Context: an optimization exercise on an open-source flow, tuned for small area and a short achievable clock period. The choices shown serve that exercise and are no tape-out recipe.
Function was checked by simulation only, so behaviour that the tests miss may differ from the original.
Power is estimated from default activity; no workload was simulated.

==> flow/design.v <==
package data_mem_resp_pkg;
  localparam int LO_W  = 8;
  localparam int MID_W = 8;
  localparam int HI_W  = 4;
  localparam int BANK  = 64;
  localparam logic [4:0] OP_STA = 5'b01100;
  localparam logic [4:0] OP_LDA = 5'b01110;
endpackage
module dmem_ram #(
  parameter int DW = 8
) (
  input  logic          clk,
  input  logic          wnext,    
  input  logic [63:0]   wl,       
  input  logic [3:0]    hi,       
  input  logic [DW-1:0] wdata,
  output logic [DW-1:0] rdata     
);
  logic [256*DW-1:0] q;           
  logic              ph;
  logic [DW-1:0]     col  [4];
  logic [DW-1:0]     cand [4];
  always_ff @(posedge clk) begin
    if (ph) ph <= 1'b0;
    else    ph <= 1'b1;
  end
  logic [3:0]    wbank;
  logic [DW-1:0] wbit;
  always_ff @(posedge clk) begin
    wbank <= {4{wnext}} & hi;
    wbit  <= wdata ^ {DW{~ph}};
  end
  always_comb begin
    for (int g = 0; g < 4; g++) col[g] = {DW{wbank[g]}} & wbit;
  end
  always_ff @(posedge clk) begin
    for (int r = 0; r < 256; r++)
      for (int b = 0; b < DW; b++)
        if (wl[r % 64] && col[r / 64][b]) q[r*DW+b] <= 1'b0;
        else                  q[r*DW+b] <= ~q[r*DW+b];
  end
  logic [21:0] grp [4][DW];
  for (genvar g = 0; g < 4; g++) begin : g_bank
    for (genvar b = 0; b < DW; b++) begin : g_bit
      for (genvar k = 0; k < 21; k++) begin : g_a3
        dmem_aoi222 u_aoi (
          .a0(q[(g*64+3*k  )*DW+b]), .s0(wl[3*k  ]),
          .a1(q[(g*64+3*k+1)*DW+b]), .s1(wl[3*k+1]),
          .a2(q[(g*64+3*k+2)*DW+b]), .s2(wl[3*k+2]),
          .y (grp[g][b][k])
        );
      end
      dmem_nand2 u_a1 (.a(q[(g*64+63)*DW+b]), .b(wl[63]), .y(grp[g][b][21]));
      logic [5:0] or12;
      logic [2:0] nor24;
      for (genvar k = 0; k < 5; k++) begin : g_n4
        dmem_nand4 u_n4 (.a(grp[g][b][4*k]), .b(grp[g][b][4*k+1]),
                         .c(grp[g][b][4*k+2]), .d(grp[g][b][4*k+3]), .y(or12[k]));
      end
      dmem_nand2 u_n2 (.a(grp[g][b][20]), .b(grp[g][b][21]), .y(or12[5]));
      for (genvar k = 0; k < 3; k++) begin : g_o2
        dmem_nor2 u_o2 (.a(or12[2*k]), .b(or12[2*k+1]), .y(nor24[k]));
      end
      always_ff @(posedge clk) cand[g][b] <= ~&nor24;
    end
  end
  always_comb begin
    rdata = '0;
    for (int g = 0; g < 4; g++) rdata = rdata | (cand[g] & {DW{hi[g]}});
    rdata = rdata ^ {DW{~ph}};
  end
endmodule
module dmem_aoi222 (
  input  logic a0, s0, a1, s1, a2, s2,
  output logic y
);
  assign y = ~((a0 & s0) | (a1 & s1) | (a2 & s2));
endmodule
module dmem_nand4 (
  input  logic a, b, c, d,
  output logic y
);
  assign y = ~(a & b & c & d);
endmodule
module dmem_nand2 (
  input  logic a, b,
  output logic y
);
  assign y = ~(a & b);
endmodule
module dmem_nor2 (
  input  logic a, b,
  output logic y
);
  assign y = ~(a | b);
endmodule
module data_mem_resp #(
  parameter int AW          = 8,
  parameter int DW          = 8,
  parameter int WAIT_CYCLES = 1
) (
  input  logic          clk,
  input  logic          rst,
  input  logic          nDRD,
  input  logic          nDWR,
  input  logic [AW-1:0] addr,
  input  logic [DW-1:0] din,
  output logic [DW-1:0] dout,
  output logic          doe,
  output logic          rdy,
  output logic          err
);
  logic          idle, r1, r2, w1, w2;
  logic          prevRd, prevWr, armed;
  logic          rdFall, wrFall, wd;
  logic [63:0]   wl;
  logic [3:0]    hi;
  logic [DW-1:0] dinQ;
  logic [DW-1:0] ramRdata;
  logic          wpA;           
  assign rdFall = armed & prevRd & ~nDRD;
  assign wrFall = armed & prevWr & ~nDWR;
  assign wd     = rdy & ~doe;
  always_ff @(posedge clk) begin
    if (idle) begin
      for (int i = 0; i < 64; i++) wl[i] <= (addr[5:0] == 6'(i));
      for (int i = 0; i < 4; i++) hi[i]  <= (addr[7:6] == 2'(i));
      dinQ <= din;
    end
  end
  dmem_ram #(.DW(DW)) u_ram (
    .clk  (clk),
    .wnext((w2 & rst) | wpA),
    .wl   (wl),
    .hi   (hi),
    .wdata(dinQ),
    .rdata(ramRdata)
  );
  always_ff @(posedge clk) wpA <= w2 & rst;
  always_ff @(posedge clk) begin
    if (!rst) begin
      idle   <= 1'b1;
      r1     <= 1'b0;
      r2     <= 1'b0;
      w1     <= 1'b0;
      w2     <= 1'b0;
      prevRd <= 1'b1;
      prevWr <= 1'b1;
      armed  <= 1'b0;
      dout   <= '0;
      doe    <= 1'b0;
      rdy    <= 1'b0;
      err    <= 1'b0;
    end else begin
      prevRd <= nDRD;
      prevWr <= nDWR;
      armed  <= 1'b1;
      if ((idle && !nDRD && !nDWR) ||
          ((r1 || r2 || doe) && wrFall) ||
          ((w1 || w2 || wd) && rdFall))
        err <= 1'b1;
      idle <= (idle && !(nDWR ? rdFall : (nDRD && wrFall))) ||
              ((r1 || r2 || doe) && nDRD) ||
              (wd && nDWR);
      r1   <= idle && nDWR && rdFall;
      r2   <= r1 && !nDRD;
      w1   <= idle && nDRD && wrFall;
      w2   <= w1;
      if (r2 && !nDRD) dout <= ramRdata;
      doe  <= (r2 || doe) && !nDRD;
      rdy  <= ((r2 || doe) && !nDRD) || w2 || (wd && !nDWR);
    end
  end
endmodule
clock: 5.5 ns
lec_check: 0
cap_margin: 20
core_margin: 2
core_utilization: 62
cts_cluster_diameter: 80
cts_cluster_size: 30
setup_slack_margin: 3.3
slew_margin: 20
synth_hierarchical: 1
run.sh (not shown) runs the stock make flow with config.mk's settings and CLKGATE_MAP_FILE= SYNTH_SCRIPT=/design/flow/synth_recipe.tcl, a recipe that flattens the netlist after the stock synthesis.
==> next run, changes <==
--- a/flow/design.v
+++ b/flow/design.v
@@ -18,25 +18,10 @@
 );
   logic [256*DW-1:0] q;           
-  logic              ph;
-  logic [DW-1:0]     col  [4];
   logic [DW-1:0]     cand [4];
-  always_ff @(posedge clk) begin
-    if (ph) ph <= 1'b0;
-    else    ph <= 1'b1;
-  end
-  logic [3:0]    wbank;
-  logic [DW-1:0] wbit;
-  always_ff @(posedge clk) begin
-    wbank <= {4{wnext}} & hi;
-    wbit  <= wdata ^ {DW{~ph}};
-  end
-  always_comb begin
-    for (int g = 0; g < 4; g++) col[g] = {DW{wbank[g]}} & wbit;
-  end
+  logic [3:0]        wbank;
+  always_ff @(posedge clk) wbank <= {4{wnext}} & hi;
   always_ff @(posedge clk) begin
     for (int r = 0; r < 256; r++)
-      for (int b = 0; b < DW; b++)
-        if (wl[r % 64] && col[r / 64][b]) q[r*DW+b] <= 1'b0;
-        else                  q[r*DW+b] <= ~q[r*DW+b];
+      if (wl[r % 64] && wbank[r / 64]) q[r*DW +: DW] <= wdata;
   end
   logic [21:0] grp [4][DW];
@@ -68,5 +53,4 @@
     rdata = '0;
     for (int g = 0; g < 4; g++) rdata = rdata | (cand[g] & {DW{hi[g]}});
-    rdata = rdata ^ {DW{~ph}};
   end
 endmodule
@@ -118,5 +102,4 @@
   logic [DW-1:0] dinQ;
   logic [DW-1:0] ramRdata;
-  logic          wpA;           
   assign rdFall = armed & prevRd & ~nDRD;
   assign wrFall = armed & prevWr & ~nDWR;
@@ -131,5 +114,5 @@
   dmem_ram #(.DW(DW)) u_ram (
     .clk  (clk),
-    .wnext((w2 & rst) | wpA),
+    .wnext(w2 & rst),    
     .wl   (wl),
     .hi   (hi),
@@ -137,5 +120,4 @@
     .rdata(ramRdata)
   );
-  always_ff @(posedge clk) wpA <= w2 & rst;
   always_ff @(posedge clk) begin
     if (!rst) begin
Result:
- worst hold slack gets better by 0.050 ns
- core utilization increases by 1.3 points
- critical path depth increases by 5
- power increases by 7.6%
- synthesized cell count decreases by 38%
- area after synthesis increases by 13%
- sequential cell count decreases by 10
- final area increases by 16%
- die area increases by 13%
- global-route usage decreases by 3.5 points

[re-timing with driven ports]
In the flow no input, the clock included, has a driving cell. The finished layouts below were timed again as built, in two steps.
Step 1: set_driving_cell puts a clkbuf_16 on clk and a buf_2 on each other input, an assumption about the parent block.
Step 2 times the ports against the registers' clock, not the clock port: input delays grow and output delays shrink by t, the midpoint of the rising clock arrivals with the driver on.
Three values: ideal ports, drivers, drivers and shift; two values: the first two.
run	shift t [ns]	setup slack, ns	worst data-port slew with drivers (ns)
the first run	0.778	3.229 / 3.152 / 2.567	0.10
the second run	0.775	2.824 / 2.824 / 2.738	0.14
After both steps every run listed still meets setup and hold. The setup slack of the first run, which loses most, moves by -0.077 ns with the drivers and by -0.662 ns with both steps.
